What follows belongs to an exercise in optimizing a design on an open flow for small area; a production flow would make more cautious choices.
Function was checked by simulation only, so behaviour that the tests miss may differ from the original.
Power is estimated from default activity; no workload was simulated. The flow treats the clock pin as an ideal source, which a real chip does not have.

$ cat flow/run.sh
#!/bin/bash
# synth_recipe.tcl (not shown) runs the flow's synth.tcl, then flattens the netlist and writes it again
# the make line also repeats each setting of config.mk as NAME=value (left out here)
make -C /OpenROAD-flow-scripts/flow DESIGN_CONFIG=/design/flow/config.mk WORK_HOME=/design/flow/orfs CLKGATE_MAP_FILE= SYNTH_SCRIPT=/design/flow/synth_recipe.tcl finish
$ cat flow/config.mk
export PLATFORM = sky130hd
export DESIGN_NAME = cameraFilterTop
export DESIGN_NICKNAME = cameraFilterTop
export VERILOG_FILES = /design/flow/design.v
export SDC_FILE = /design/flow/constraint.sdc
export NUM_CORES = 4
export LEC_CHECK = 0
export CAP_MARGIN = 20
export CORE_MARGIN = 2
export CORE_UTILIZATION = 40
export CTS_CLUSTER_DIAMETER = 90
export CTS_CLUSTER_SIZE = 30
export SLEW_MARGIN = 20
export SYNTH_HIERARCHICAL = 1
export SYNTH_MINIMUM_KEEP_SIZE = 0
$ cat flow/constraint.sdc
create_clock -name core_clock -period 10.0 [get_ports {D5M_PIXLCLK}]
set_input_delay 2.0000 -clock core_clock [delete_from_list [all_inputs] [get_ports {D5M_PIXLCLK}]]
set_output_delay 2.0000 -clock core_clock [all_outputs]
set_load 0.01 [all_outputs]
$ cat flow/design.v
package sensorPkg;
  typedef logic [11:0] rawPixel;
  typedef logic [15:0] pixelCoord;
  typedef logic [31:0] frameCount;
  localparam int rawLineLength = 64;
  localparam int grayLineLength = rawLineLength / 2;
endpackage
package filterPkg;
  localparam int grayBits = 12;
  typedef logic [grayBits-1:0] grayPixel;
  typedef logic [107:0] grayWindow;
  localparam grayPixel grayMax = 12'hfff;
  localparam int gaussShift = 4;
  typedef enum logic [2:0] {
    viewGray,
    viewGauss,
    viewVertEdge,
    viewHorizEdge,
    viewBothEdge,
    viewLaplace
  } viewMode;
endpackage
`timescale 1ns/1ps
module frameCapture (
  input  logic                 D5M_PIXLCLK,
  input  logic                 rstN,
  input  logic                 frameValid,
  input  logic                 lineValid,
  input  logic                 captureStart,
  input  logic                 captureEnd,
  output logic                 sampleValid,
  output logic                 colOdd,
  output logic                 quadDone,
  output logic                 gaussWin,
  output logic                 edgeWin,
  output sensorPkg::frameCount frameTotal,
  output logic                 capturing
);
  logic       fvalReg;
  logic       lvalReg;
  logic       startReg;
  logic       endReg;
  logic       fvalPrev;
  logic       lvalPrev;
  logic       startPending;
  logic       endPending;
  logic       rowOdd;
  logic [2:0] colHalf;
  logic [2:0] rowHalf;
  logic       frameRise;
  logic       frameFall;
  logic       lineFall;
  sensorPkg::frameCount frameNext;
  always_comb
  begin
    logic c;
    c = frameFall && capturing;
    for (int i = 0; i < 32; i++)
    begin
      frameNext[i] = frameTotal[i] ^ c;
      c = frameTotal[i] & c;
    end
  end
  assign frameRise   = fvalReg && !fvalPrev;
  assign frameFall   = !fvalReg && fvalPrev;
  assign lineFall    = !lvalReg && lvalPrev;
  assign sampleValid = fvalReg && lvalReg;
  assign quadDone = capturing && sampleValid && rowOdd && colOdd;
  assign gaussWin = quadDone && (colHalf[2] || colHalf[1]) && (rowHalf[2] || rowHalf[1]);
  assign edgeWin  = quadDone && colHalf[2] && rowHalf[2];
  always_ff @(posedge D5M_PIXLCLK or negedge rstN)
  begin
    if (!rstN)
    begin
      fvalReg      <= 1'b0;
      lvalReg      <= 1'b0;
      startReg     <= 1'b0;
      endReg       <= 1'b0;
      fvalPrev     <= 1'b0;
      lvalPrev     <= 1'b0;
      startPending <= 1'b0;
      endPending   <= 1'b0;
      capturing    <= 1'b0;
      frameTotal   <= '0;
      colOdd       <= 1'b0;
      rowOdd       <= 1'b0;
      colHalf      <= '0;
      rowHalf      <= '0;
    end
    else
    begin
      fvalReg  <= frameValid;
      lvalReg  <= lineValid;
      startReg <= captureStart;
      endReg   <= captureEnd;
      fvalPrev <= fvalReg;
      lvalPrev <= lvalReg;
      startPending <= startReg || (startPending && !frameRise);
      endPending   <= endReg || (endPending && !frameFall);
      if (frameRise && startPending)
        capturing <= 1'b1;
      else if (frameFall && endPending)
        capturing <= 1'b0;
      frameTotal <= frameNext;
      if (!fvalReg)
      begin
        colOdd  <= 1'b0;
        colHalf <= '0;
        rowOdd  <= 1'b0;
        rowHalf <= '0;
      end
      else if (sampleValid)
      begin
        colOdd <= !colOdd;
        if (colOdd && !colHalf[2])
          colHalf <= colHalf + 1'b1;
      end
      else if (lineFall)
      begin
        colOdd  <= 1'b0;
        colHalf <= '0;
        rowOdd  <= !rowOdd;
        if (rowOdd && !rowHalf[2])
          rowHalf <= rowHalf + 1'b1;
      end
    end
  end
endmodule
`timescale 1ns/1ps
module bayerGray (
  input  logic                 D5M_PIXLCLK,
  input  sensorPkg::rawPixel   sensorData,
  input  logic                 pairDone,
  output filterPkg::grayPixel  grayOut
);
  localparam int pairs = sensorPkg::grayLineLength;
  sensorPkg::rawPixel dataReg;
  sensorPkg::rawPixel prevSample;
  logic [12:0]        pairMem [pairs];
  logic [12:0]        pairSum;
  logic [13:0]        quadSum;
  always_comb
  begin
    logic c;
    c = 1'b0;
    for (int i = 0; i < 12; i++)
    begin
      pairSum[i] = prevSample[i] ^ dataReg[i] ^ c;
      c = (prevSample[i] & dataReg[i]) | (prevSample[i] & c) | (dataReg[i] & c);
    end
    pairSum[12] = c;
    c = 1'b0;
    for (int i = 0; i < 13; i++)
    begin
      quadSum[i] = pairMem[pairs - 1][i] ^ pairSum[i] ^ c;
      c = (pairMem[pairs - 1][i] & pairSum[i]) | (pairMem[pairs - 1][i] & c) | (pairSum[i] & c);
    end
    quadSum[13] = c;
  end
  assign grayOut = quadSum[13:2];
  always_ff @(posedge D5M_PIXLCLK)
  begin
    dataReg    <= sensorData;
    prevSample <= dataReg;
    if (pairDone)
    begin
      pairMem[0] <= pairSum;
      for (int i = 1; i < pairs; i++)
        pairMem[i] <= pairMem[i - 1];
    end
  end
endmodule
`timescale 1ns/1ps
module windowBuffer #(
  parameter int lineLength = sensorPkg::grayLineLength
) (
  input  logic                 D5M_PIXLCLK,
  input  filterPkg::grayPixel  pixelIn,
  input  logic                 pixelValid,
  output filterPkg::grayWindow window
);
  localparam int depth = 2 * lineLength + 3;
  filterPkg::grayPixel taps [depth];
  assign window = {taps[2 * lineLength + 2], taps[2 * lineLength + 1], taps[2 * lineLength],
                   taps[lineLength + 2],     taps[lineLength + 1],     taps[lineLength],
                   taps[2],                  taps[1],                  taps[0]};
  always_ff @(posedge D5M_PIXLCLK)
  begin
    if (pixelValid)
    begin
      taps[0] <= pixelIn;
      for (int i = 1; i < depth; i++)
        taps[i] <= taps[i - 1];
    end
  end
endmodule
`timescale 1ns/1ps
module gaussianBlur (
  input  filterPkg::grayWindow window,
  output filterPkg::grayPixel  gaussSum
);
  logic [11:0] px [9];
  always_comb
  begin
    for (int i = 0; i < 9; i++)
      px[i] = window[(8 - i) * filterPkg::grayBits +: filterPkg::grayBits];
  end
  logic g0, g1, g2, g3, g4, g5, g6, g7;
  logic g8, g9, g10, g11, g12, g13, g14, g15;
  logic g16, g17, g18, g19, g20, g21, g22, g23;
  logic g24, g25, g26, g27, g28, g29, g30, g31;
  logic g32, g33, g34, g35, g36, g37, g38, g39;
  logic g40, g41, g42, g43, g44, g45, g46, g47;
  logic g48, g49, g50, g51, g52, g53, g54, g55;
  logic g56, g57, g58, g59, g60, g61, g62, g63;
  logic g64, g65, g66, g67, g68, g69, g70, g71;
  logic g72, g73, g74, g75, g76, g77, g78, g79;
  logic g80, g81, g82, g83, g84, g85, g86, g87;
  logic g88, g89, g90, g91, g92, g93, g94, g95;
  logic g96, g97, g98, g99, g100, g101, g102, g103;
  logic g104, g105, g106, g107, g108, g109, g110, g111;
  logic g112, g113, g114, g115, g116, g117, g118, g119;
  logic g120, g121, g122, g123, g124, g125, g126, g127;
  logic g128, g129, g130, g131, g132, g133, g134, g135;
  logic g136, g137, g138, g139, g140, g141, g142, g143;
  logic g144, g145, g146, g147, g148, g149, g150, g151;
  logic g152, g153, g154, g155, g156, g157, g158, g159;
  logic g160, g161, g162, g163, g164, g165, g166, g167;
  logic g168, g169, g170, g171, g172, g173, g174, g175;
  logic g176, g177, g178, g179, g180, g181, g182, g183;
  logic g184, g185, g186, g187, g188, g189;
  fullAdd g0_fa (.a(px[0][1]), .b(px[2][1]), .c(px[6][1]), .s(g0), .co(g1));
  fullAdd g2_fa (.a(px[0][2]), .b(px[2][2]), .c(px[6][2]), .s(g2), .co(g3));
  fullAdd g4_fa (.a(px[8][2]), .b(px[1][1]), .c(px[3][1]), .s(g4), .co(g5));
  fullAdd g6_fa (.a(px[0][3]), .b(px[2][3]), .c(px[6][3]), .s(g6), .co(g7));
  fullAdd g8_fa (.a(px[8][3]), .b(px[1][2]), .c(px[3][2]), .s(g8), .co(g9));
  halfAdd g10_ha (.a(px[5][2]), .b(px[7][2]), .s(g10), .co(g11));
  fullAdd g12_fa (.a(px[0][4]), .b(px[2][4]), .c(px[6][4]), .s(g12), .co(g13));
  fullAdd g14_fa (.a(px[8][4]), .b(px[1][3]), .c(px[3][3]), .s(g14), .co(g15));
  fullAdd g16_fa (.a(px[5][3]), .b(px[7][3]), .c(px[4][2]), .s(g16), .co(g17));
  fullAdd g18_fa (.a(px[0][5]), .b(px[2][5]), .c(px[6][5]), .s(g18), .co(g19));
  fullAdd g20_fa (.a(px[8][5]), .b(px[1][4]), .c(px[3][4]), .s(g20), .co(g21));
  fullAdd g22_fa (.a(px[5][4]), .b(px[7][4]), .c(px[4][3]), .s(g22), .co(g23));
  fullAdd g24_fa (.a(px[0][6]), .b(px[2][6]), .c(px[6][6]), .s(g24), .co(g25));
  fullAdd g26_fa (.a(px[8][6]), .b(px[1][5]), .c(px[3][5]), .s(g26), .co(g27));
  fullAdd g28_fa (.a(px[5][5]), .b(px[7][5]), .c(px[4][4]), .s(g28), .co(g29));
  fullAdd g30_fa (.a(px[0][7]), .b(px[2][7]), .c(px[6][7]), .s(g30), .co(g31));
  fullAdd g32_fa (.a(px[8][7]), .b(px[1][6]), .c(px[3][6]), .s(g32), .co(g33));
  fullAdd g34_fa (.a(px[5][6]), .b(px[7][6]), .c(px[4][5]), .s(g34), .co(g35));
  fullAdd g36_fa (.a(px[0][8]), .b(px[2][8]), .c(px[6][8]), .s(g36), .co(g37));
  fullAdd g38_fa (.a(px[8][8]), .b(px[1][7]), .c(px[3][7]), .s(g38), .co(g39));
  fullAdd g40_fa (.a(px[5][7]), .b(px[7][7]), .c(px[4][6]), .s(g40), .co(g41));
  fullAdd g42_fa (.a(px[0][9]), .b(px[2][9]), .c(px[6][9]), .s(g42), .co(g43));
  fullAdd g44_fa (.a(px[8][9]), .b(px[1][8]), .c(px[3][8]), .s(g44), .co(g45));
  fullAdd g46_fa (.a(px[5][8]), .b(px[7][8]), .c(px[4][7]), .s(g46), .co(g47));
  fullAdd g48_fa (.a(px[0][10]), .b(px[2][10]), .c(px[6][10]), .s(g48), .co(g49));
  fullAdd g50_fa (.a(px[8][10]), .b(px[1][9]), .c(px[3][9]), .s(g50), .co(g51));
  fullAdd g52_fa (.a(px[5][9]), .b(px[7][9]), .c(px[4][8]), .s(g52), .co(g53));
  fullAdd g54_fa (.a(px[0][11]), .b(px[2][11]), .c(px[6][11]), .s(g54), .co(g55));
  fullAdd g56_fa (.a(px[8][11]), .b(px[1][10]), .c(px[3][10]), .s(g56), .co(g57));
  fullAdd g58_fa (.a(px[5][10]), .b(px[7][10]), .c(px[4][9]), .s(g58), .co(g59));
  fullAdd g60_fa (.a(px[1][11]), .b(px[3][11]), .c(px[5][11]), .s(g60), .co(g61));
  fullAdd g62_fa (.a(px[8][1]), .b(px[1][0]), .c(px[3][0]), .s(g62), .co(g63));
  fullAdd g64_fa (.a(px[5][1]), .b(px[7][1]), .c(px[4][0]), .s(g64), .co(g65));
  halfAdd g66_ha (.a(g1), .b(g2), .s(g66), .co(g67));
  fullAdd g68_fa (.a(px[4][1]), .b(g3), .c(g5), .s(g68), .co(g69));
  fullAdd g70_fa (.a(g6), .b(g8), .c(g10), .s(g70), .co(g71));
  fullAdd g72_fa (.a(g7), .b(g9), .c(g11), .s(g72), .co(g73));
  fullAdd g74_fa (.a(g12), .b(g14), .c(g16), .s(g74), .co(g75));
  fullAdd g76_fa (.a(g13), .b(g15), .c(g17), .s(g76), .co(g77));
  fullAdd g78_fa (.a(g18), .b(g20), .c(g22), .s(g78), .co(g79));
  fullAdd g80_fa (.a(g19), .b(g21), .c(g23), .s(g80), .co(g81));
  fullAdd g82_fa (.a(g24), .b(g26), .c(g28), .s(g82), .co(g83));
  fullAdd g84_fa (.a(g25), .b(g27), .c(g29), .s(g84), .co(g85));
  fullAdd g86_fa (.a(g30), .b(g32), .c(g34), .s(g86), .co(g87));
  fullAdd g88_fa (.a(g31), .b(g33), .c(g35), .s(g88), .co(g89));
  fullAdd g90_fa (.a(g36), .b(g38), .c(g40), .s(g90), .co(g91));
  fullAdd g92_fa (.a(g37), .b(g39), .c(g41), .s(g92), .co(g93));
  fullAdd g94_fa (.a(g42), .b(g44), .c(g46), .s(g94), .co(g95));
  fullAdd g96_fa (.a(g43), .b(g45), .c(g47), .s(g96), .co(g97));
  fullAdd g98_fa (.a(g48), .b(g50), .c(g52), .s(g98), .co(g99));
  fullAdd g100_fa (.a(g49), .b(g51), .c(g53), .s(g100), .co(g101));
  fullAdd g102_fa (.a(g54), .b(g56), .c(g58), .s(g102), .co(g103));
  fullAdd g104_fa (.a(px[7][11]), .b(px[4][10]), .c(g55), .s(g104), .co(g105));
  fullAdd g106_fa (.a(g57), .b(g59), .c(g60), .s(g106), .co(g107));
  halfAdd g108_ha (.a(px[0][0]), .b(px[2][0]), .s(g108), .co(g109));
  fullAdd g110_fa (.a(px[5][0]), .b(px[7][0]), .c(g0), .s(g110), .co(g111));
  fullAdd g112_fa (.a(g4), .b(g63), .c(g64), .s(g112), .co(g113));
  fullAdd g114_fa (.a(g65), .b(g67), .c(g68), .s(g114), .co(g115));
  fullAdd g116_fa (.a(g69), .b(g71), .c(g72), .s(g116), .co(g117));
  fullAdd g118_fa (.a(g73), .b(g75), .c(g76), .s(g118), .co(g119));
  fullAdd g120_fa (.a(g77), .b(g79), .c(g80), .s(g120), .co(g121));
  fullAdd g122_fa (.a(g81), .b(g83), .c(g84), .s(g122), .co(g123));
  fullAdd g124_fa (.a(g85), .b(g87), .c(g88), .s(g124), .co(g125));
  fullAdd g126_fa (.a(g89), .b(g91), .c(g92), .s(g126), .co(g127));
  fullAdd g128_fa (.a(g93), .b(g95), .c(g96), .s(g128), .co(g129));
  fullAdd g130_fa (.a(g97), .b(g99), .c(g100), .s(g130), .co(g131));
  fullAdd g132_fa (.a(g101), .b(g103), .c(g104), .s(g132), .co(g133));
  fullAdd g134_fa (.a(px[4][11]), .b(g61), .c(g105), .s(g134), .co(g135));
  halfAdd g136_ha (.a(px[6][0]), .b(px[8][0]), .s(g136), .co(g137));
  fullAdd g138_fa (.a(g62), .b(g109), .c(g110), .s(g138), .co(g139));
  fullAdd g140_fa (.a(g66), .b(g111), .c(g112), .s(g140), .co(g141));
  fullAdd g142_fa (.a(g70), .b(g113), .c(g114), .s(g142), .co(g143));
  fullAdd g144_fa (.a(g74), .b(g115), .c(g116), .s(g144), .co(g145));
  fullAdd g146_fa (.a(g78), .b(g117), .c(g118), .s(g146), .co(g147));
  fullAdd g148_fa (.a(g82), .b(g119), .c(g120), .s(g148), .co(g149));
  fullAdd g150_fa (.a(g86), .b(g121), .c(g122), .s(g150), .co(g151));
  fullAdd g152_fa (.a(g90), .b(g123), .c(g124), .s(g152), .co(g153));
  fullAdd g154_fa (.a(g94), .b(g125), .c(g126), .s(g154), .co(g155));
  fullAdd g156_fa (.a(g98), .b(g127), .c(g128), .s(g156), .co(g157));
  fullAdd g158_fa (.a(g102), .b(g129), .c(g130), .s(g158), .co(g159));
  fullAdd g160_fa (.a(g106), .b(g131), .c(g132), .s(g160), .co(g161));
  fullAdd g162_fa (.a(g107), .b(g133), .c(g134), .s(g162), .co(g163));
  assign g164 = g108 & g136;
  assign g165 = (g137 & g138) | (g137 & g164) | (g138 & g164);
  assign g166 = (g139 & g140) | (g139 & g165) | (g140 & g165);
  assign g167 = (g141 & g142) | (g141 & g166) | (g142 & g166);
  fullAdd g168_fa (.a(g143), .b(g144), .c(g167), .s(g168), .co(g169));
  fullAdd g170_fa (.a(g145), .b(g146), .c(g169), .s(g170), .co(g171));
  fullAdd g172_fa (.a(g147), .b(g148), .c(g171), .s(g172), .co(g173));
  fullAdd g174_fa (.a(g149), .b(g150), .c(g173), .s(g174), .co(g175));
  fullAdd g176_fa (.a(g151), .b(g152), .c(g175), .s(g176), .co(g177));
  fullAdd g178_fa (.a(g153), .b(g154), .c(g177), .s(g178), .co(g179));
  fullAdd g180_fa (.a(g155), .b(g156), .c(g179), .s(g180), .co(g181));
  fullAdd g182_fa (.a(g157), .b(g158), .c(g181), .s(g182), .co(g183));
  fullAdd g184_fa (.a(g159), .b(g160), .c(g183), .s(g184), .co(g185));
  fullAdd g186_fa (.a(g161), .b(g162), .c(g185), .s(g186), .co(g187));
  fullAdd g188_fa (.a(g135), .b(g163), .c(g187), .s(g188), .co(g189));
  assign gaussSum[0] = g168;
  assign gaussSum[1] = g170;
  assign gaussSum[2] = g172;
  assign gaussSum[3] = g174;
  assign gaussSum[4] = g176;
  assign gaussSum[5] = g178;
  assign gaussSum[6] = g180;
  assign gaussSum[7] = g182;
  assign gaussSum[8] = g184;
  assign gaussSum[9] = g186;
  assign gaussSum[10] = g188;
  assign gaussSum[11] = g189;
endmodule
`timescale 1ns/1ps
module fullAdd (
  input  logic a,
  input  logic b,
  input  logic c,
  output logic s,
  output logic co
);
  assign s  = a ^ b ^ c;
  assign co = (a & b) | (a & c) | (b & c);
endmodule
module halfAdd (
  input  logic a,
  input  logic b,
  output logic s,
  output logic co
);
  assign s  = a ^ b;
  assign co = a & b;
endmodule
module edgeLaplace (
  input  filterPkg::grayWindow window,
  output filterPkg::grayPixel  vertEdge,
  output filterPkg::grayPixel  horizEdge,
  output filterPkg::grayPixel  laplace
);
  logic [11:0] px [9];
  logic [14:0] vertSum;
  logic [14:0] horizSum;
  logic [15:0] lapNeg;
  function automatic logic [11:0] clampMag(input logic [15:0] value, input int width);
    logic neg;
    logic anyLow;
    logic big;
    neg = value[width - 1];
    anyLow = 1'b0;
    for (int i = 0; i < 12; i++)
    begin
      clampMag[i] = value[i] ^ (neg & anyLow);
      anyLow = anyLow | value[i];
    end
    big = 1'b0;
    for (int i = 12; i < width - 1; i++)
      big = big | (value[i] ^ neg);
    if (neg && !anyLow)
      big = 1'b1;
    if (big)
      clampMag = 12'hfff;
  endfunction
  always_comb
  begin
    for (int i = 0; i < 9; i++)
      px[i] = window[(8 - i) * filterPkg::grayBits +: filterPkg::grayBits];
  end
  logic e0, e1, e2, e3, e4, e5, e6, e7;
  logic e8, e9, e10, e11, e12, e13, e14, e15;
  logic e16, e17, e18, e19, e20, e21, e22, e23;
  logic e24, e25, e26, e27, e28, e29, e30, e31;
  logic e32, e33, e34, e35, e36, e37, e38, e39;
  logic e40, e41, e42, e43, e44, e45, e46, e47;
  logic e48, e49, e50, e51, e52, e53, e54, e55;
  logic e56, e57, e58, e59, e60, e61, e62, e63;
  logic e64, e65, e66, e67, e68, e69, e70, e71;
  logic e72, e73, e74, e75, e76, e77, e78, e79;
  logic e80, e81, e82, e83, e84, e85, e86, e87;
  logic e88, e89, e90, e91, e92, e93, e94, e95;
  logic e96, e97, e98, e99, e100, e101, e102, e103;
  logic e104, e105, e106, e107, e108, e109, e110, e111;
  logic e112, e113, e114, e115, e116, e117, e118, e119;
  logic e120, e121, e122, e123, e124, e125, e126, e127;
  logic e128, e129, e130, e131, e132, e133, e134, e135;
  logic e136, e137, e138, e139, e140, e141, e142, e143;
  logic e144, e145, e146, e147, e148, e149, e150, e151;
  logic e152, e153, e154, e155, e156, e157, e158, e159;
  logic e160, e161, e162, e163, e164, e165, e166, e167;
  logic e168, e169, e170, e171, e172, e173, e174, e175;
  logic e176, e177, e178, e179, e180, e181, e182, e183;
  logic e184, e185, e186, e187, e188, e189, e190, e191;
  logic e192, e193, e194, e195, e196, e197, e198, e199;
  logic e200, e201, e202, e203, e204, e205, e206, e207;
  logic e208, e209, e210, e211, e212, e213, e214, e215;
  logic e216, e217, e218, e219, e220, e221, e222, e223;
  logic e224, e225, e226, e227, e228, e229, e230, e231;
  logic e232, e233, e234, e235, e236, e237, e238, e239;
  logic e240, e241, e242, e243, e244, e245, e246, e247;
  logic e248, e249, e250, e251, e252, e253, e254, e255;
  logic e256, e257, e258, e259, e260, e261, e262, e263;
  logic e264, e265, e266, e267, e268, e269, e270, e271;
  logic e272, e273, e274, e275, e276, e277, e278, e279;
  logic e280, e281, e282, e283, e284, e285, e286, e287;
  logic e288, e289, e290, e291, e292, e293, e294, e295;
  logic e296, e297, e298, e299, e300, e301, e302, e303;
  logic e304, e305, e306, e307, e308, e309, e310, e311;
  logic e312, e313, e314, e315, e316, e317, e318, e319;
  logic e320, e321, e322, e323, e324, e325, e326, e327;
  logic e328, e329, e330, e331, e332, e333, e334, e335;
  logic e336, e337, e338, e339, e340, e341, e342, e343;
  logic e344, e345, e346, e347, e348, e349, e350, e351;
  logic e352, e353, e354, e355, e356, e357, e358, e359;
  logic e360, e361, e362, e363, e364, e365, e366, e367;
  logic e368, e369, e370, e371, e372, e373, e374, e375;
  logic e376, e377, e378, e379, e380, e381, e382, e383;
  logic e384, e385, e386, e387, e388, e389, e390, e391;
  logic e392, e393, e394, e395, e396, e397, e398, e399;
  logic e400, e401, e402, e403, e404, e405, e406, e407;
  logic e408, e409, e410, e411, e412, e413, e414, e415;
  logic e416, e417, e418, e419, e420, e421, e422, e423;
  logic e424, e425, e426, e427, e428, e429, e430, e431;
  logic e432, e433, e434, e435, e436, e437, e438, e439;
  logic e440, e441, e442, e443, e444, e445, e446, e447;
  logic e448, e449, e450, e451, e452, e453, e454, e455;
  logic e456, e457, e458, e459, e460, e461, e462, e463;
  logic e464;
  assign e0 = px[8][0] ^ px[0][0];
  assign e1 = px[8][0] | ~px[0][0];
  fullAdd e2_fa (.a(px[8][1]), .b(~px[0][1]), .c(e1), .s(e2), .co(e3));
  fullAdd e4_fa (.a(px[8][2]), .b(~px[0][2]), .c(e3), .s(e4), .co(e5));
  fullAdd e6_fa (.a(px[8][3]), .b(~px[0][3]), .c(e5), .s(e6), .co(e7));
  fullAdd e8_fa (.a(px[8][4]), .b(~px[0][4]), .c(e7), .s(e8), .co(e9));
  fullAdd e10_fa (.a(px[8][5]), .b(~px[0][5]), .c(e9), .s(e10), .co(e11));
  fullAdd e12_fa (.a(px[8][6]), .b(~px[0][6]), .c(e11), .s(e12), .co(e13));
  fullAdd e14_fa (.a(px[8][7]), .b(~px[0][7]), .c(e13), .s(e14), .co(e15));
  fullAdd e16_fa (.a(px[8][8]), .b(~px[0][8]), .c(e15), .s(e16), .co(e17));
  fullAdd e18_fa (.a(px[8][9]), .b(~px[0][9]), .c(e17), .s(e18), .co(e19));
  fullAdd e20_fa (.a(px[8][10]), .b(~px[0][10]), .c(e19), .s(e20), .co(e21));
  fullAdd e22_fa (.a(px[8][11]), .b(~px[0][11]), .c(e21), .s(e22), .co(e23));
  assign e24 = px[2][0] ^ px[6][0];
  assign e25 = px[2][0] | ~px[6][0];
  fullAdd e26_fa (.a(px[2][1]), .b(~px[6][1]), .c(e25), .s(e26), .co(e27));
  fullAdd e28_fa (.a(px[2][2]), .b(~px[6][2]), .c(e27), .s(e28), .co(e29));
  fullAdd e30_fa (.a(px[2][3]), .b(~px[6][3]), .c(e29), .s(e30), .co(e31));
  fullAdd e32_fa (.a(px[2][4]), .b(~px[6][4]), .c(e31), .s(e32), .co(e33));
  fullAdd e34_fa (.a(px[2][5]), .b(~px[6][5]), .c(e33), .s(e34), .co(e35));
  fullAdd e36_fa (.a(px[2][6]), .b(~px[6][6]), .c(e35), .s(e36), .co(e37));
  fullAdd e38_fa (.a(px[2][7]), .b(~px[6][7]), .c(e37), .s(e38), .co(e39));
  fullAdd e40_fa (.a(px[2][8]), .b(~px[6][8]), .c(e39), .s(e40), .co(e41));
  fullAdd e42_fa (.a(px[2][9]), .b(~px[6][9]), .c(e41), .s(e42), .co(e43));
  fullAdd e44_fa (.a(px[2][10]), .b(~px[6][10]), .c(e43), .s(e44), .co(e45));
  fullAdd e46_fa (.a(px[2][11]), .b(~px[6][11]), .c(e45), .s(e46), .co(e47));
  assign e48 = px[5][0] ^ px[3][0];
  assign e49 = px[5][0] | ~px[3][0];
  fullAdd e50_fa (.a(px[5][1]), .b(~px[3][1]), .c(e49), .s(e50), .co(e51));
  fullAdd e52_fa (.a(px[5][2]), .b(~px[3][2]), .c(e51), .s(e52), .co(e53));
  fullAdd e54_fa (.a(px[5][3]), .b(~px[3][3]), .c(e53), .s(e54), .co(e55));
  fullAdd e56_fa (.a(px[5][4]), .b(~px[3][4]), .c(e55), .s(e56), .co(e57));
  fullAdd e58_fa (.a(px[5][5]), .b(~px[3][5]), .c(e57), .s(e58), .co(e59));
  fullAdd e60_fa (.a(px[5][6]), .b(~px[3][6]), .c(e59), .s(e60), .co(e61));
  fullAdd e62_fa (.a(px[5][7]), .b(~px[3][7]), .c(e61), .s(e62), .co(e63));
  fullAdd e64_fa (.a(px[5][8]), .b(~px[3][8]), .c(e63), .s(e64), .co(e65));
  fullAdd e66_fa (.a(px[5][9]), .b(~px[3][9]), .c(e65), .s(e66), .co(e67));
  fullAdd e68_fa (.a(px[5][10]), .b(~px[3][10]), .c(e67), .s(e68), .co(e69));
  fullAdd e70_fa (.a(px[5][11]), .b(~px[3][11]), .c(e69), .s(e70), .co(e71));
  assign e72 = px[7][0] ^ px[1][0];
  assign e73 = px[7][0] | ~px[1][0];
  fullAdd e74_fa (.a(px[7][1]), .b(~px[1][1]), .c(e73), .s(e74), .co(e75));
  fullAdd e76_fa (.a(px[7][2]), .b(~px[1][2]), .c(e75), .s(e76), .co(e77));
  fullAdd e78_fa (.a(px[7][3]), .b(~px[1][3]), .c(e77), .s(e78), .co(e79));
  fullAdd e80_fa (.a(px[7][4]), .b(~px[1][4]), .c(e79), .s(e80), .co(e81));
  fullAdd e82_fa (.a(px[7][5]), .b(~px[1][5]), .c(e81), .s(e82), .co(e83));
  fullAdd e84_fa (.a(px[7][6]), .b(~px[1][6]), .c(e83), .s(e84), .co(e85));
  fullAdd e86_fa (.a(px[7][7]), .b(~px[1][7]), .c(e85), .s(e86), .co(e87));
  fullAdd e88_fa (.a(px[7][8]), .b(~px[1][8]), .c(e87), .s(e88), .co(e89));
  fullAdd e90_fa (.a(px[7][9]), .b(~px[1][9]), .c(e89), .s(e90), .co(e91));
  fullAdd e92_fa (.a(px[7][10]), .b(~px[1][10]), .c(e91), .s(e92), .co(e93));
  fullAdd e94_fa (.a(px[7][11]), .b(~px[1][11]), .c(e93), .s(e94), .co(e95));
  halfAdd e96_ha (.a(e2), .b(e26), .s(e96), .co(e97));
  fullAdd e98_fa (.a(e4), .b(e28), .c(e50), .s(e98), .co(e99));
  fullAdd e100_fa (.a(e6), .b(e30), .c(e52), .s(e100), .co(e101));
  fullAdd e102_fa (.a(e8), .b(e32), .c(e54), .s(e102), .co(e103));
  fullAdd e104_fa (.a(e10), .b(e34), .c(e56), .s(e104), .co(e105));
  fullAdd e106_fa (.a(e12), .b(e36), .c(e58), .s(e106), .co(e107));
  fullAdd e108_fa (.a(e14), .b(e38), .c(e60), .s(e108), .co(e109));
  fullAdd e110_fa (.a(e16), .b(e40), .c(e62), .s(e110), .co(e111));
  fullAdd e112_fa (.a(e18), .b(e42), .c(e64), .s(e112), .co(e113));
  fullAdd e114_fa (.a(e20), .b(e44), .c(e66), .s(e114), .co(e115));
  fullAdd e116_fa (.a(e22), .b(e46), .c(e68), .s(e116), .co(e117));
  fullAdd e118_fa (.a(e23), .b(e47), .c(e70), .s(e118), .co(e119));
  halfAdd e120_ha (.a(e0), .b(e24), .s(e120), .co(e121));
  fullAdd e122_fa (.a(e48), .b(e96), .c(e121), .s(e122), .co(e123));
  fullAdd e124_fa (.a(e97), .b(e98), .c(e123), .s(e124), .co(e125));
  fullAdd e126_fa (.a(e99), .b(e100), .c(e125), .s(e126), .co(e127));
  fullAdd e128_fa (.a(e101), .b(e102), .c(e127), .s(e128), .co(e129));
  fullAdd e130_fa (.a(e103), .b(e104), .c(e129), .s(e130), .co(e131));
  fullAdd e132_fa (.a(e105), .b(e106), .c(e131), .s(e132), .co(e133));
  fullAdd e134_fa (.a(e107), .b(e108), .c(e133), .s(e134), .co(e135));
  fullAdd e136_fa (.a(e109), .b(e110), .c(e135), .s(e136), .co(e137));
  fullAdd e138_fa (.a(e111), .b(e112), .c(e137), .s(e138), .co(e139));
  fullAdd e140_fa (.a(e113), .b(e114), .c(e139), .s(e140), .co(e141));
  fullAdd e142_fa (.a(e115), .b(e116), .c(e141), .s(e142), .co(e143));
  fullAdd e144_fa (.a(e117), .b(e118), .c(e143), .s(e144), .co(e145));
  fullAdd e146_fa (.a(e71), .b(e119), .c(e145), .s(e146), .co(e147));
  halfAdd e148_ha (.a(e2), .b(~e26), .s(e148), .co(e149));
  halfAdd e150_ha (.a(e4), .b(~e28), .s(e150), .co(e151));
  halfAdd e152_ha (.a(e6), .b(~e30), .s(e152), .co(e153));
  halfAdd e154_ha (.a(e8), .b(~e32), .s(e154), .co(e155));
  halfAdd e156_ha (.a(e10), .b(~e34), .s(e156), .co(e157));
  halfAdd e158_ha (.a(e12), .b(~e36), .s(e158), .co(e159));
  halfAdd e160_ha (.a(e14), .b(~e38), .s(e160), .co(e161));
  halfAdd e162_ha (.a(e16), .b(~e40), .s(e162), .co(e163));
  halfAdd e164_ha (.a(e18), .b(~e42), .s(e164), .co(e165));
  halfAdd e166_ha (.a(e20), .b(~e44), .s(e166), .co(e167));
  halfAdd e168_ha (.a(e22), .b(~e46), .s(e168), .co(e169));
  halfAdd e170_ha (.a(e23), .b(~e47), .s(e170), .co(e171));
  halfAdd e172_ha (.a(e72), .b(e0), .s(e172), .co(e173));
  fullAdd e174_fa (.a(e74), .b(e149), .c(e150), .s(e174), .co(e175));
  fullAdd e176_fa (.a(e76), .b(e151), .c(e152), .s(e176), .co(e177));
  fullAdd e178_fa (.a(e78), .b(e153), .c(e154), .s(e178), .co(e179));
  fullAdd e180_fa (.a(e80), .b(e155), .c(e156), .s(e180), .co(e181));
  fullAdd e182_fa (.a(e82), .b(e157), .c(e158), .s(e182), .co(e183));
  fullAdd e184_fa (.a(e84), .b(e159), .c(e160), .s(e184), .co(e185));
  fullAdd e186_fa (.a(e86), .b(e161), .c(e162), .s(e186), .co(e187));
  fullAdd e188_fa (.a(e88), .b(e163), .c(e164), .s(e188), .co(e189));
  fullAdd e190_fa (.a(e90), .b(e165), .c(e166), .s(e190), .co(e191));
  fullAdd e192_fa (.a(e92), .b(e167), .c(e168), .s(e192), .co(e193));
  fullAdd e194_fa (.a(e94), .b(e169), .c(e170), .s(e194), .co(e195));
  fullAdd e196_fa (.a(1'b1), .b(~e95), .c(e171), .s(e196), .co(e197));
  halfAdd e198_ha (.a(e95), .b(~1'b1), .s(e198), .co(e199));
  halfAdd e200_ha (.a(~e24), .b(~e0), .s(e200), .co(e201));
  fullAdd e202_fa (.a(e148), .b(e172), .c(e201), .s(e202), .co(e203));
  fullAdd e204_fa (.a(e173), .b(e174), .c(e203), .s(e204), .co(e205));
  fullAdd e206_fa (.a(e175), .b(e176), .c(e205), .s(e206), .co(e207));
  fullAdd e208_fa (.a(e177), .b(e178), .c(e207), .s(e208), .co(e209));
  fullAdd e210_fa (.a(e179), .b(e180), .c(e209), .s(e210), .co(e211));
  fullAdd e212_fa (.a(e181), .b(e182), .c(e211), .s(e212), .co(e213));
  fullAdd e214_fa (.a(e183), .b(e184), .c(e213), .s(e214), .co(e215));
  fullAdd e216_fa (.a(e185), .b(e186), .c(e215), .s(e216), .co(e217));
  fullAdd e218_fa (.a(e187), .b(e188), .c(e217), .s(e218), .co(e219));
  fullAdd e220_fa (.a(e189), .b(e190), .c(e219), .s(e220), .co(e221));
  fullAdd e222_fa (.a(e191), .b(e192), .c(e221), .s(e222), .co(e223));
  fullAdd e224_fa (.a(e193), .b(e194), .c(e223), .s(e224), .co(e225));
  fullAdd e226_fa (.a(e195), .b(e196), .c(e225), .s(e226), .co(e227));
  fullAdd e228_fa (.a(e197), .b(e198), .c(e227), .s(e228), .co(e229));
  halfAdd e230_ha (.a(px[0][4]), .b(px[1][4]), .s(e230), .co(e231));
  halfAdd e232_ha (.a(px[0][5]), .b(px[1][5]), .s(e232), .co(e233));
  halfAdd e234_ha (.a(px[0][6]), .b(px[1][6]), .s(e234), .co(e235));
  halfAdd e236_ha (.a(px[0][7]), .b(px[1][7]), .s(e236), .co(e237));
  halfAdd e238_ha (.a(px[0][8]), .b(px[1][8]), .s(e238), .co(e239));
  halfAdd e240_ha (.a(px[0][9]), .b(px[1][9]), .s(e240), .co(e241));
  halfAdd e242_ha (.a(px[0][10]), .b(px[1][10]), .s(e242), .co(e243));
  halfAdd e244_ha (.a(px[0][11]), .b(px[1][11]), .s(e244), .co(e245));
  fullAdd e246_fa (.a(px[0][0]), .b(px[1][0]), .c(px[2][0]), .s(e246), .co(e247));
  fullAdd e248_fa (.a(px[0][1]), .b(px[1][1]), .c(px[2][1]), .s(e248), .co(e249));
  halfAdd e250_ha (.a(px[3][1]), .b(px[5][1]), .s(e250), .co(e251));
  fullAdd e252_fa (.a(px[0][2]), .b(px[1][2]), .c(px[2][2]), .s(e252), .co(e253));
  fullAdd e254_fa (.a(px[3][2]), .b(px[5][2]), .c(px[6][2]), .s(e254), .co(e255));
  fullAdd e256_fa (.a(px[1][3]), .b(px[2][3]), .c(px[3][3]), .s(e256), .co(e257));
  fullAdd e258_fa (.a(px[5][3]), .b(px[6][3]), .c(px[7][3]), .s(e258), .co(e259));
  halfAdd e260_ha (.a(px[8][3]), .b(~px[4][0]), .s(e260), .co(e261));
  fullAdd e262_fa (.a(px[2][4]), .b(px[3][4]), .c(px[5][4]), .s(e262), .co(e263));
  fullAdd e264_fa (.a(px[6][4]), .b(px[7][4]), .c(px[8][4]), .s(e264), .co(e265));
  fullAdd e266_fa (.a(~px[4][1]), .b(px[0][3]), .c(e230), .s(e266), .co(e267));
  fullAdd e268_fa (.a(px[2][5]), .b(px[3][5]), .c(px[5][5]), .s(e268), .co(e269));
  fullAdd e270_fa (.a(px[6][5]), .b(px[7][5]), .c(px[8][5]), .s(e270), .co(e271));
  fullAdd e272_fa (.a(~px[4][2]), .b(e231), .c(e232), .s(e272), .co(e273));
  fullAdd e274_fa (.a(px[2][6]), .b(px[3][6]), .c(px[5][6]), .s(e274), .co(e275));
  fullAdd e276_fa (.a(px[6][6]), .b(px[7][6]), .c(px[8][6]), .s(e276), .co(e277));
  fullAdd e278_fa (.a(~px[4][3]), .b(e233), .c(e234), .s(e278), .co(e279));
  fullAdd e280_fa (.a(px[2][7]), .b(px[3][7]), .c(px[5][7]), .s(e280), .co(e281));
  fullAdd e282_fa (.a(px[6][7]), .b(px[7][7]), .c(px[8][7]), .s(e282), .co(e283));
  fullAdd e284_fa (.a(~px[4][4]), .b(e235), .c(e236), .s(e284), .co(e285));
  fullAdd e286_fa (.a(px[2][8]), .b(px[3][8]), .c(px[5][8]), .s(e286), .co(e287));
  fullAdd e288_fa (.a(px[6][8]), .b(px[7][8]), .c(px[8][8]), .s(e288), .co(e289));
  fullAdd e290_fa (.a(~px[4][5]), .b(e237), .c(e238), .s(e290), .co(e291));
  fullAdd e292_fa (.a(px[2][9]), .b(px[3][9]), .c(px[5][9]), .s(e292), .co(e293));
  fullAdd e294_fa (.a(px[6][9]), .b(px[7][9]), .c(px[8][9]), .s(e294), .co(e295));
  fullAdd e296_fa (.a(~px[4][6]), .b(e239), .c(e240), .s(e296), .co(e297));
  fullAdd e298_fa (.a(px[2][10]), .b(px[3][10]), .c(px[5][10]), .s(e298), .co(e299));
  fullAdd e300_fa (.a(px[6][10]), .b(px[7][10]), .c(px[8][10]), .s(e300), .co(e301));
  fullAdd e302_fa (.a(~px[4][7]), .b(e241), .c(e242), .s(e302), .co(e303));
  fullAdd e304_fa (.a(px[2][11]), .b(px[3][11]), .c(px[5][11]), .s(e304), .co(e305));
  fullAdd e306_fa (.a(px[6][11]), .b(px[7][11]), .c(px[8][11]), .s(e306), .co(e307));
  fullAdd e308_fa (.a(~px[4][8]), .b(e243), .c(e244), .s(e308), .co(e309));
  fullAdd e310_fa (.a(px[3][0]), .b(px[5][0]), .c(px[6][0]), .s(e310), .co(e311));
  fullAdd e312_fa (.a(px[6][1]), .b(px[7][1]), .c(px[8][1]), .s(e312), .co(e313));
  halfAdd e314_ha (.a(e247), .b(e248), .s(e314), .co(e315));
  fullAdd e316_fa (.a(px[7][2]), .b(px[8][2]), .c(e249), .s(e316), .co(e317));
  fullAdd e318_fa (.a(e251), .b(e252), .c(e254), .s(e318), .co(e319));
  fullAdd e320_fa (.a(~px[0][3]), .b(e253), .c(e255), .s(e320), .co(e321));
  fullAdd e322_fa (.a(e256), .b(e258), .c(e260), .s(e322), .co(e323));
  fullAdd e324_fa (.a(e257), .b(e259), .c(e261), .s(e324), .co(e325));
  fullAdd e326_fa (.a(e262), .b(e264), .c(e266), .s(e326), .co(e327));
  fullAdd e328_fa (.a(e263), .b(e265), .c(e267), .s(e328), .co(e329));
  fullAdd e330_fa (.a(e268), .b(e270), .c(e272), .s(e330), .co(e331));
  fullAdd e332_fa (.a(e269), .b(e271), .c(e273), .s(e332), .co(e333));
  fullAdd e334_fa (.a(e274), .b(e276), .c(e278), .s(e334), .co(e335));
  fullAdd e336_fa (.a(e275), .b(e277), .c(e279), .s(e336), .co(e337));
  fullAdd e338_fa (.a(e280), .b(e282), .c(e284), .s(e338), .co(e339));
  fullAdd e340_fa (.a(e281), .b(e283), .c(e285), .s(e340), .co(e341));
  fullAdd e342_fa (.a(e286), .b(e288), .c(e290), .s(e342), .co(e343));
  fullAdd e344_fa (.a(e287), .b(e289), .c(e291), .s(e344), .co(e345));
  fullAdd e346_fa (.a(e292), .b(e294), .c(e296), .s(e346), .co(e347));
  fullAdd e348_fa (.a(e293), .b(e295), .c(e297), .s(e348), .co(e349));
  fullAdd e350_fa (.a(e298), .b(e300), .c(e302), .s(e350), .co(e351));
  fullAdd e352_fa (.a(e299), .b(e301), .c(e303), .s(e352), .co(e353));
  fullAdd e354_fa (.a(e304), .b(e306), .c(e308), .s(e354), .co(e355));
  fullAdd e356_fa (.a(~px[4][9]), .b(e245), .c(e305), .s(e356), .co(e357));
  halfAdd e358_ha (.a(e307), .b(e309), .s(e358), .co(e359));
  halfAdd e360_ha (.a(px[7][0]), .b(px[8][0]), .s(e360), .co(e361));
  fullAdd e362_fa (.a(e250), .b(e311), .c(e312), .s(e362), .co(e363));
  fullAdd e364_fa (.a(e313), .b(e315), .c(e316), .s(e364), .co(e365));
  fullAdd e366_fa (.a(e317), .b(e319), .c(e320), .s(e366), .co(e367));
  fullAdd e368_fa (.a(e321), .b(e323), .c(e324), .s(e368), .co(e369));
  fullAdd e370_fa (.a(e325), .b(e327), .c(e328), .s(e370), .co(e371));
  fullAdd e372_fa (.a(e329), .b(e331), .c(e332), .s(e372), .co(e373));
  fullAdd e374_fa (.a(e333), .b(e335), .c(e336), .s(e374), .co(e375));
  fullAdd e376_fa (.a(e337), .b(e339), .c(e340), .s(e376), .co(e377));
  fullAdd e378_fa (.a(e341), .b(e343), .c(e344), .s(e378), .co(e379));
  fullAdd e380_fa (.a(e345), .b(e347), .c(e348), .s(e380), .co(e381));
  fullAdd e382_fa (.a(e349), .b(e351), .c(e352), .s(e382), .co(e383));
  fullAdd e384_fa (.a(e353), .b(e355), .c(e356), .s(e384), .co(e385));
  halfAdd e386_ha (.a(~px[4][10]), .b(e357), .s(e386), .co(e387));
  halfAdd e388_ha (.a(e246), .b(e310), .s(e388), .co(e389));
  fullAdd e390_fa (.a(e314), .b(e361), .c(e362), .s(e390), .co(e391));
  fullAdd e392_fa (.a(e318), .b(e363), .c(e364), .s(e392), .co(e393));
  fullAdd e394_fa (.a(e322), .b(e365), .c(e366), .s(e394), .co(e395));
  fullAdd e396_fa (.a(e326), .b(e367), .c(e368), .s(e396), .co(e397));
  fullAdd e398_fa (.a(e330), .b(e369), .c(e370), .s(e398), .co(e399));
  fullAdd e400_fa (.a(e334), .b(e371), .c(e372), .s(e400), .co(e401));
  fullAdd e402_fa (.a(e338), .b(e373), .c(e374), .s(e402), .co(e403));
  fullAdd e404_fa (.a(e342), .b(e375), .c(e376), .s(e404), .co(e405));
  fullAdd e406_fa (.a(e346), .b(e377), .c(e378), .s(e406), .co(e407));
  fullAdd e408_fa (.a(e350), .b(e379), .c(e380), .s(e408), .co(e409));
  fullAdd e410_fa (.a(e354), .b(e381), .c(e382), .s(e410), .co(e411));
  fullAdd e412_fa (.a(e358), .b(e383), .c(e384), .s(e412), .co(e413));
  fullAdd e414_fa (.a(e359), .b(e385), .c(e386), .s(e414), .co(e415));
  halfAdd e416_ha (.a(~px[4][11]), .b(e387), .s(e416), .co(e417));
  halfAdd e418_ha (.a(e360), .b(e388), .s(e418), .co(e419));
  fullAdd e420_fa (.a(e389), .b(e390), .c(e419), .s(e420), .co(e421));
  fullAdd e422_fa (.a(e391), .b(e392), .c(e421), .s(e422), .co(e423));
  fullAdd e424_fa (.a(e393), .b(e394), .c(e423), .s(e424), .co(e425));
  fullAdd e426_fa (.a(e395), .b(e396), .c(e425), .s(e426), .co(e427));
  fullAdd e428_fa (.a(e397), .b(e398), .c(e427), .s(e428), .co(e429));
  fullAdd e430_fa (.a(e399), .b(e400), .c(e429), .s(e430), .co(e431));
  fullAdd e432_fa (.a(e401), .b(e402), .c(e431), .s(e432), .co(e433));
  halfAdd e434_ha (.a(e403), .b(e404), .s(e434), .co(e435));
  fullAdd e436_fa (.a(e405), .b(e406), .c(e435), .s(e436), .co(e437));
  fullAdd e438_fa (.a(e407), .b(e408), .c(e437), .s(e438), .co(e439));
  fullAdd e440_fa (.a(e409), .b(e410), .c(e439), .s(e440), .co(e441));
  fullAdd e442_fa (.a(e411), .b(e412), .c(e441), .s(e442), .co(e443));
  fullAdd e444_fa (.a(e413), .b(e414), .c(e443), .s(e444), .co(e445));
  fullAdd e446_fa (.a(e415), .b(e416), .c(e445), .s(e446), .co(e447));
  assign e448 = ~(e417 ^ e447);
  assign e449 = e417 | e447;
  assign e450 = e434 ^ e433;
  assign e451 = e436 ^ (e433 & e434);
  assign e452 = e434 & e436;
  assign e453 = e438 ^ (e433 & e452);
  assign e454 = e452 & e438;
  assign e455 = e440 ^ (e433 & e454);
  assign e456 = e454 & e440;
  assign e457 = e442 ^ (e433 & e456);
  assign e458 = e456 & e442;
  assign e459 = e444 ^ (e433 & e458);
  assign e460 = e458 & e444;
  assign e461 = e446 ^ (e433 & e460);
  assign e462 = e460 & e446;
  assign e463 = e448 ^ (e433 & e462);
  assign e464 = e462 & e448;
  assign vertSum[0] = e120;
  assign vertSum[1] = e122;
  assign vertSum[2] = e124;
  assign vertSum[3] = e126;
  assign vertSum[4] = e128;
  assign vertSum[5] = e130;
  assign vertSum[6] = e132;
  assign vertSum[7] = e134;
  assign vertSum[8] = e136;
  assign vertSum[9] = e138;
  assign vertSum[10] = e140;
  assign vertSum[11] = e142;
  assign vertSum[12] = e144;
  assign vertSum[13] = e146;
  assign vertSum[14] = ~e147;
  assign horizSum[0] = e200;
  assign horizSum[1] = e202;
  assign horizSum[2] = e204;
  assign horizSum[3] = e206;
  assign horizSum[4] = e208;
  assign horizSum[5] = e210;
  assign horizSum[6] = e212;
  assign horizSum[7] = e214;
  assign horizSum[8] = e216;
  assign horizSum[9] = e218;
  assign horizSum[10] = e220;
  assign horizSum[11] = e222;
  assign horizSum[12] = e224;
  assign horizSum[13] = e226;
  assign horizSum[14] = e228;
  assign lapNeg[0] = e418;
  assign lapNeg[1] = e420;
  assign lapNeg[2] = e422;
  assign lapNeg[3] = e424;
  assign lapNeg[4] = e426;
  assign lapNeg[5] = e428;
  assign lapNeg[6] = e430;
  assign lapNeg[7] = e432;
  assign lapNeg[8] = e450;
  assign lapNeg[9] = e451;
  assign lapNeg[10] = e453;
  assign lapNeg[11] = e455;
  assign lapNeg[12] = e457;
  assign lapNeg[13] = e459;
  assign lapNeg[14] = e461;
  assign lapNeg[15] = e463;
  assign vertEdge  = clampMag(16'(vertSum), 15);
  assign horizEdge = clampMag(16'(horizSum), 15);
  assign laplace   = clampMag(lapNeg, 16);
endmodule
`timescale 1ns/1ps
module cameraFilterTop (
  input  logic                 D5M_PIXLCLK,
  input  logic                 rstN,
  input  sensorPkg::rawPixel   sensorData,
  input  logic                 frameValid,
  input  logic                 lineValid,
  input  logic                 captureStart,
  input  logic                 captureEnd,
  input  logic [2:0]           mode,
  output filterPkg::grayPixel  viewPixel,
  output logic                 viewValid,
  output sensorPkg::frameCount frameTotal,
  output logic                 capturing
);
  logic                 sampleValid;
  logic                 colOdd;
  logic                 quadDone;
  logic                 gaussWin;
  logic                 edgeWin;
  filterPkg::grayPixel  grayOut;
  filterPkg::grayWindow gaussWindow;
  filterPkg::grayPixel  gaussSum;
  filterPkg::grayPixel  gaussOut;
  filterPkg::grayWindow edgeWindow;
  filterPkg::grayPixel  vertEdge;
  filterPkg::grayPixel  horizEdge;
  filterPkg::grayPixel  laplace;
  filterPkg::grayPixel  selPixel;
  logic                 selValid;
  logic [1:0]           pixelCode [2];
  logic [1:0]           gaussPipe [2];
  logic [1:0]           edgePipe;
  logic                 grayValid;
  logic                 gaussValid;
  logic                 edgeValid;
  assign grayValid  = pixelCode[1][1] || pixelCode[1][0];
  assign gaussValid = gaussPipe[1][1];
  assign edgeValid  = edgePipe[1];
  frameCapture capture (
    .D5M_PIXLCLK(D5M_PIXLCLK), .rstN(rstN),
    .frameValid(frameValid), .lineValid(lineValid),
    .captureStart(captureStart), .captureEnd(captureEnd),
    .sampleValid(sampleValid), .colOdd(colOdd), .quadDone(quadDone),
    .gaussWin(gaussWin), .edgeWin(edgeWin),
    .frameTotal(frameTotal), .capturing(capturing)
  );
  bayerGray gray (
    .D5M_PIXLCLK(D5M_PIXLCLK), .sensorData(sensorData),
    .pairDone(sampleValid && colOdd), .grayOut(grayOut)
  );
  windowBuffer #(.lineLength(sensorPkg::grayLineLength)) gaussLines (
    .D5M_PIXLCLK(D5M_PIXLCLK), .pixelIn(grayOut), .pixelValid(quadDone),
    .window(gaussWindow)
  );
  gaussianBlur gauss (.window(gaussWindow), .gaussSum(gaussSum));
  windowBuffer #(.lineLength(sensorPkg::grayLineLength - 2)) edgeLines (
    .D5M_PIXLCLK(D5M_PIXLCLK), .pixelIn(gaussOut), .pixelValid(gaussValid),
    .window(edgeWindow)
  );
  edgeLaplace edges (
    .window(edgeWindow), .vertEdge(vertEdge), .horizEdge(horizEdge),
    .laplace(laplace)
  );
  always_ff @(posedge D5M_PIXLCLK)
  begin
    if (grayValid)
      gaussOut <= gaussSum;
  end
  always_ff @(posedge D5M_PIXLCLK or negedge rstN)
  begin
    if (!rstN)
    begin
      pixelCode[0] <= '0;
      pixelCode[1] <= '0;
      gaussPipe[0] <= '0;
      gaussPipe[1] <= '0;
      edgePipe     <= '0;
    end
    else
    begin
      pixelCode[0] <= {gaussWin, quadDone && (edgeWin || !gaussWin)};
      pixelCode[1] <= pixelCode[0];
      gaussPipe[0] <= {pixelCode[1][1], pixelCode[1][1] && pixelCode[1][0]};
      gaussPipe[1] <= gaussPipe[0];
      edgePipe     <= {edgePipe[0], gaussPipe[1][0]};
    end
  end
  always_comb
  begin
    selPixel = '0;
    selValid = 1'b0;
    case (mode)
      3'd0:
      begin
        selPixel = gaussWindow[11:0];
        selValid = grayValid;
      end
      3'd1:
      begin
        selPixel = gaussOut;
        selValid = gaussValid;
      end
      3'd2:
      begin
        selPixel = vertEdge;
        selValid = edgeValid;
      end
      3'd3:
      begin
        selPixel = horizEdge;
        selValid = edgeValid;
      end
      3'd4:
      begin
        selPixel = vertEdge | horizEdge;
        selValid = edgeValid;
      end
      3'd5:
      begin
        selPixel = laplace;
        selValid = edgeValid;
      end
      default:
      begin
        selPixel = '0;
        selValid = 1'b0;
      end
    endcase
  end
  always_ff @(posedge D5M_PIXLCLK)
  begin
    viewPixel <= selPixel;
  end
  always_ff @(posedge D5M_PIXLCLK or negedge rstN)
  begin
    if (!rstN)
      viewValid <= 1'b0;
    else
      viewValid <= selValid;
  end
endmodule
==> key figures, run 1 <==
Yosys
  – Number of synthesized flops with an enable pin: 1988
  – Syn. warnings: 22
  – Dominant cell type by area after synthesis: edfxtp_1
  – Syn_nets: 3288
  – Synth cell count leaders: edfxtp_1 (1988), fa_1 (296), inv_1 (90)
  – Area contributors post-synth: edfxtp_1 (84%), fa_1 (8.3%), dfrtp_1 (2.1%)
  – Post-synthesis sequential area ratio: 86.7%
  – Library cells used by synthesis: 63
  – Cell area after synthesis: 0.0714 sq mm
  – Avg Inst Size Synth: 24.7 sq um
  – Share of the synthesized area in the top cell type: 83.6%
  – Fraction of registers with async set/reset: 2.88%
  – Most common flop cell mapped by yosys: edfxtp_1
  – Post-synthesis register bit count: 2084
  – Syn Inst Count: 2893
  – Count leader, synth: edfxtp_1

Die
  – Die height: 426 um
  – Die X: 426 um
  – Initial Util: 40.1%
  – Row count: 155
  – Core Box Area: 0.178 sq mm
  – Number of I/O pins: 67
  – Full die area: 0.182 sq mm

CTS
  – CTS buffer count: 84
  – Clock tree buffer depth: 3
  – CTS sink count: 2084
  – CTS H-tree lvls: 3
  – Clk root buf: clkbuf_16
  – Worst-path clk slew: 0.11 ns
  – Clock latency (worst-skew pair): 0.74 ns
  – Post-CTS sizing: 0
  – # hold bufs at CTS: 0
  – Post-CTS Setup Bufs: 0
  – CTS tree: built

STA
  – Measured slew at the worst slew-check pin: 1.12 ns
  – RSZ-0062 raised after global routing: false
  – Slew headroom: 25.0%
  – Final Hold Vio Count: 0
  – Final setup viols: 0
  – Crit share post-route: 92.9%
  – Sum Neg Setup Slack: 0 ns
  – WHS: 0.360 ns
  – F_max: 108 MHz
  – Fin crit period: 9.29 ns
  – Worst Skew: 0.0748 ns
  – Final Max Tran Viols: 0

Critical path
  – Critical Path Start Type: flop
  – Reg2reg start: edgeLines.taps[60][0]
  – Reg2reg path depth: 28
  – Setup slack, reg-to-reg: 0.71 ns
  – Max incr delay on CP: 0.55 ns
  – Worst path required time: 10.65 ns
  – Most used cell, CP: fa_1
  – CP delay by family, top: adder cells
  – Crit path kind: flop to flop
  – RR Endpoint: viewPixel[6]
  – CP max stage cell: fa_1
  – Max FO, Critical Path: 12
  – CP bufs+invs: 3
  – Crit. End Element: flop
  – Worst EP arrival: 9.94 ns

Worst hold path
  – Min-Delay Startpoint: gaussPipe[0][1]
  – Hold path endpoint: gaussPipe[1][1]
  – Hold Crit Depth: 0
  – HP Class: flop to flop

GRT
  – Total grt overflow: 0
  – Vias in the first global route: 24810
  – GRT Overall Usage: 10.4%
  – Initial antenna violation count: 4
  – Largest net degree at the start of global routing: 217
  – Global-route wire length before repair: 147000 um

Routing
  – Initial DRC count: 2427
  – DR vias/cell: 4.58
  – # DRC: 0
  – DRT Wirelength: 94000 um
  – Detailed-route via count: 24896
  – DRT antenna net count: 0
  – WL per Instance: 17.3 um
  – Number of iterations in the first detailed-routing pass: 5

Cells and area
  – Layout Utilization: 43.7%
  – Net count, final: 3427
  – Layout cells sized above 1: 4.87%
  – Layout Area Growth over Synthesis: 8.82%

Flow run
  – Max-cap viol count: 0

Power and ir drop
  – Sequential power share: 68.6%
  – Power Internal: 11.2 mW
  – PD cells: 179 mW/mm^2
  – Final total power: 13.9 mW
  – Sw frac: 19.1%
  – Peak supply drop: 0.000130 V
  – Comb pwr share: 1.3%
  – Switching pwr: 2.65 mW
  – P_leak: 23.1 nW
  – Clk pwr share: 30.1%

Place
  – IO buf count: 66
  – GPL Wtd Cong: 0.808
  – HPWL Detailed: 55500 um

Outcome
  – Outcome: no timing/DRC/antenna violations
==> worst max path at each step <==
stage | depth (start not counted) | slack, ns | from | to
2_1_floorplan | 5 | -3.24 | capture.capturing | pixelCode[0][0]
5_1_grt | 28 | 0.26 | edgeLines.taps[60][0] | viewPixel[2]
3_3_place_gp | 28 | 0.58 | edgeLines.taps[60][0] | viewPixel[6]
3_5_place_dp | 28 | 0.47 | edgeLines.taps[60][0] | viewPixel[6]
4_1_cts | 28 | 0.45 | edgeLines.taps[60][0] | viewPixel[6]
6_report | 28 | 0.71 | edgeLines.taps[60][0] | viewPixel[6]
==> modules after synthesis, one instance, submodules excluded, a selection <==
module           area, sq um  cells  times used
bayerGray              13400    466           1
frameCapture            1880    120           1
cameraFilterTop         1600    141           1
edgeLaplace             1490    272           1
gaussianBlur             146     21           1
fullAdd                 20.0      1         274
halfAdd                 12.5      1          39
==> state kept, by name, indices dropped and copies added, names as in the netlist, 2 cells and up <==
name,flops
capture.frameTotal,32
capture.rowHalf,3
pixelCode,4
gaussLines.taps,804
edgePipe,2
gray.dataReg,12
gray.prevSample,12
gaussOut,12
viewPixel,12
edgeLines.taps,756
gray.pairMem,416
gaussPipe,4
capture.colHalf,3
==> power by group through the flow <==
stage	registers (mW)	logic, mW	clock network, mW
after detailed placement	9.72	0.191	0
final	9.52	0.187	4.18
after global placement	9.72	0.187	0
after CTS	9.52	0.192	4.40
after floorplan	9.73	0.0959	0
after global routing	9.52	0.207	4.66
==> cell usage in the layout (no fill, tap or decap), types with 15 or more instances in the layout <==
master	n
fa_1	296
a21oi_1	15
clkbuf_1	34
mux2i_1	27
dfxtp_1	36
nand2_1	35
nor2_1	28
dfrtp_1	57
edfxtp_1	1988
clkbuf_16	86
o21ai_0	47
clkdlybuf4s50_1	64
inv_1	90
ha_1	78
==> cell families (layout without fill, tap and decap cells) <==
kind of cell               Yosys count  count (layout)  synth area share [%]
buffers and inverters              122             312                 0.789
muxes                               28              28                 0.394
xor gates and xnor gates            18              18                 0.221
adders and majority gates          374             374                  9.67
AOI/OAI and AO/OA                  132             132                  1.18
DFF                               2084            2084                  86.7
other                                2               4                0.0105
and+or+nand+nor                    133             133                 0.992
==> per-layer routing <==
| metal | GRT usage, % | part of all wire (%) | vias up | routed length, um |
|---|---|---|---|---|
| met3 | 1.84 | 2.9 | 106 | 2770 |
| met4 | 2.60 | 2.0 | 0 | 1880 |
| met5 | 0 | 0 | - | 0 |
| li1 | - | - | 11301 | - |
| met2 | 14.4 | 44 | 274 | 40900 |
| met1 | 16.8 | 52 | 13215 | 48500 |
==> worst register-to-register path, delay by kind of cell, from the launching register on <==
family                   cells  cell delay, ns
AO/OA/AOI/OAI                5            1.01
buffers and inverters        3            0.19
adder cells (fa/ha/maj)     18            7.14
flip-flops                   1            0.45
multiplexers                 1            0.17
AND/OR/NAND/NOR              1            0.26
==> area by class of cell <==
class	instances	area (sq um)
inverter	90	338
multi-input combinational	687	8920
tap	2355	2950
antenna	2	5.00
timing repair buffer	85	957
sequential	2084	61900
clock inverter	17	302
fill	14847	100000
clock buffer	120	2280
==> metrics by stage <==
step           setup WS [ns]  instances  instance area, sq um
3_5_place_dp           0.472       5298                 75000
6_report               0.709       5440                 77700
5_1_grt                0.259       5438                 77700
3_3_place_gp           0.583       5298                 75000
2_1_floorplan          -3.24       2893                 71400
4_1_cts                0.452       5435                 77600
==> run 2: changes to the inputs <==
==> flow/flow/run.sh (new file) <==
#!/bin/bash
# The standard layout (standard.sh, unchanged synthesis and steps), with two
# arguments of its own: ports are buffered with the smallest buffer, and the
# clock tree is built from larger sink clusters without dummy balancing loads.
# The whole make output goes to layout.log in the work folder; ORFS keeps each
# step's log under orfs/logs/.
set -euo pipefail
cd "$(dirname "$0")/.."
export BUFFER_PORTS_ARGS="-buffer_cell sky130_fd_sc_hd__buf_1"
export CTS_ARGS="-sink_clustering_enable -repair_clock_nets -sink_clustering_size 30 -sink_clustering_max_diameter 90 -dont_use_dummy_load"
status=0
bash standard.sh > layout.log 2>&1 || status=$?
tail -n 20 layout.log
exit $status
==> flow/standard.sh (new file) <==
#!/bin/bash
# synth_recipe.tcl (not shown) runs the flow's synth.tcl, then flattens the netlist and writes it again
# the make line also repeats each setting of config.mk as NAME=value (left out here)
make -C /OpenROAD-flow-scripts/flow DESIGN_CONFIG=/design/flow/config.mk WORK_HOME=/design/flow/orfs CLKGATE_MAP_FILE= SYNTH_SCRIPT=/design/flow/synth_recipe.tcl "${@:-finish}"
removed: flow/run.sh
==> run 2 against run 1 <==
  * Area after synthesis unchanged
  * Critical path type unchanged
  * Total power down 2.8%
  * Hold slack worse by 0.00096 ns
  * Largest cell class unchanged
==> key figures, run 2 <==
Routing
  – DRT Wirelength: 93800 um
  – Number of iterations in the first detailed-routing pass: 5
  – WL per Instance: 17.4 um
  – Initial DRC count: 2378
  – DR vias/cell: 4.62

Worst hold path
  – Min-Delay Startpoint: pixelCode[0][0]
  – Hold Crit Depth: 0

Critical path
  – Max incr delay on CP: 0.54 ns
  – Setup slack, reg-to-reg: 0.61 ns
  – Max FO, Critical Path: 12
  – Reg2reg path depth: 28
  – Crit path launch: edgeLines.taps[60][0]
  – Crit. End Element: flop
  – Crit path kind: flop to flop
  – Worst EP arrival: 10.00 ns
  – Reg2reg start: edgeLines.taps[60][0]
  – CP max stage cell: fa_1
  – Worst path required time: 10.60 ns

STA
  – Measured slew at the worst slew-check pin: 1.25 ns
  – Final setup viols: 0
  – Final Max Tran Viols: 0
  – Final Hold Vio Count: 0
  – RSZ-0062 raised after global routing: false
  – Fin crit period: 9.39 ns
  – Worst Skew: 0.108 ns
  – Crit share post-route: 93.9%

Place
  – HPWL Detailed: 55200 um
  – IO buf count: 66

GRT
  – Initial antenna violation count: 5
  – Largest net degree at the start of global routing: 201
  – Total grt overflow: 0
  – Global-route wire length before repair: 146000 um
  – GRT Overall Usage: 10.3%
  – Vias in the first global route: 24812

CTS
  – Clock tree buffer depth: 3
  – CTS H-tree lvls: 3
  – Worst-path clk slew: 0.10 ns
  – # hold bufs at CTS: 0
  – Clock latency (worst-skew pair): 0.73 ns
  – CTS sink count: 2084
  – CTS tree: built

Die
  – Initial Util: 40.1%
  – Number of I/O pins: 67
  – Die X: 426 um
  – Full die area: 0.182 sq mm

Yosys
  – Avg Inst Size Synth: 24.7 sq um
  – Cell area after synthesis: 0.0714 sq mm
  – Number of synthesized flops with an enable pin: 1988
  – Library cells used by synthesis: 63
  – Syn Inst Count: 2893
  – Post-synthesis sequential area ratio: 86.7%
  – Count leader, synth: edfxtp_1
  – Syn. warnings: 22
  – Area contributors post-synth: edfxtp_1 (84%), fa_1 (8.3%), dfrtp_1 (2.1%)
  – Most common flop cell mapped by yosys: edfxtp_1
  – Dominant cell type by area after synthesis: edfxtp_1

Cells and area
  – Register area: 0.0619 sq mm
  – Top flop regs: gaussLines.taps: 804 flops, edgeLines.taps: 756 flops, gray.pairMem: 416 flops
  – Multi-input gate area: 0.00892 sq mm
  – Net count, final: 3426
  – Layout cells sized above 1: 4.29%
  – Fin cells: 5386
  – Commonest non-fill, non-tap cells in the layout: edfxtp_1 (1988), fa_1 (296), inv_1 (90)
  – Most common cell after layout, fill and taps aside: edfxtp_1

Power and ir drop
  – Comb pwr share: 1.3%
  – PD cells: 176 mW/mm^2
  – Clk pwr share: 28.2%
  – Final total power: 13.5 mW
  – Sequential power share: 70.5%
  – Peak supply drop: 0.000141 V

Outcome
  – Outcome: no timing/DRC/antenna violations
[run 2: cell counts after synthesis]
Identical to the previous run, type by type.
[run 2: final cells by class]
type | count | area share, %
Antenna cell | 2 | 0.00652
Clock buffer | 82 | 2.67
Inverter | 90 | 0.440
Multi-Input combinational cell | 687 | 11.6
Sequential cell | 2084 | 80.7
Tap cell | 2355 | 3.84
Timing Repair Buffer | 86 | 0.683
[run 2: cell families (layout without fill, tap and decap cells)]
| logic type | count (synthesis) | after routing | share of synthesized area [%] |
|---|---|---|---|
| AND/OR/NAND/NOR | 133 | 133 | 0.992 |
| adder cells (fa/ha/maj) | 374 | 374 | 9.67 |
| buffers and inverters | 122 | 258 | 0.789 |
| AO/OA/AOI/OAI | 132 | 132 | 1.18 |
| multiplexers | 28 | 28 | 0.394 |
| other | 2 | 4 | 0.0105 |
| flip-flops | 2084 | 2084 | 86.7 |
| XOR/XNOR | 18 | 18 | 0.221 |
[run 2: power by group through the flow]
| stage | logic [mW] | clock network, mW | registers, mW |
|---|---|---|---|
| 6_report | 0.170 | 3.80 | 9.51 |
| 5_1_grt | 0.190 | 4.29 | 9.52 |
| 4_1_cts | 0.176 | 4.03 | 9.52 |
| 3_5_place_dp | 0.177 | 0 | 9.71 |
| 3_3_place_gp | 0.173 | 0 | 9.71 |
| 2_1_floorplan | 0.0959 | 0 | 9.73 |
[run 2: critical path: cells and delay by family (launching register included)]
| family | cells | cell delay [ns] |
|---|---|---|
| simple gates | 1 | 0.26 |
| mux | 1 | 0.17 |
| fa+ha+maj | 18 | 7.14 |
| buf+inv | 3 | 0.19 |
| compound gates | 5 | 1.09 |
| flops | 1 | 0.45 |
[run 2: worst max-delay path by stage]
stage / endpoint / slack [ns] / cells past startpoint
floorplan: pixelCode[0][0] / -3.24 / 5
global placement: viewPixel[6] / 0.60 / 28
detailed placement: viewPixel[6] / 0.40 / 28
CTS: viewPixel[6] / 0.39 / 28
global route: viewPixel[6] / 0.15 / 28
finish: viewPixel[6] / 0.61 / 28
[run 2: per-module statistics from Yosys (local to each module, per instance), a selection]
module	flip-flops and latches	copies in the design	cells
bayerGray	440	1	466
frameCapture	49	1	120
cameraFilterTop	35	1	141
edgeLaplace	0	1	272
gaussianBlur	0	1	21
fullAdd	0	274	1
halfAdd	0	39	1
[run 2: per-layer routing]
metal / wire [um] / up-vias / share of wire [%] / track usage, %
met5: 0 / - / 0 / 0
met4: 2680 / 0 / 2.9 / 3.12
met3: 2970 / 128 / 3.2 / 1.95
met2: 40300 / 281 / 43 / 14.3
met1: 47800 / 13211 / 51 / 16.4
li1: - / 11237 / - / -
[run 2: metrics by stage]
step	hold WS, ns	util [%]	setup WS, ns	TNS (ns)
floorplan	0.331	-	-3.24	-2646.11
global placement	0.333	42.0	0.596	0
detailed placement	0.336	42.0	0.401	0
CTS	0.355	43.1	0.389	0
global route	0.367	43.1	0.145	0
finish	0.359	43.1	0.607	0

-- port drivers added, routing unchanged --
No port has a modelled driver above. Below, the same layouts with a new extraction and two added sets of constraints.
Step 1 sets driving cells, clkbuf_16 on the clock port and buf_2 on the other inputs (assumed; they add their load-dependent delay and slew).
Step 2 moves the port delays by t, midway between the first and last clock arrival at a register: inputs arrive t later, outputs are due t later. That takes back most of the time a late clock gives input paths.
a / b / c = ideal / step 1 / step 2; a / b = the first two.
run | shift t [ns] | slack for setup (ns) | slew at the worst register clock pin (ns)
run 1 | 0.780 | 0.709 / 0.709 / 0.709 | 0.11 / 0.11
run 2 | 0.761 | 0.607 / 0.607 / 0.607 | 0.11 / 0.11
After both steps every run listed still meets setup and hold.
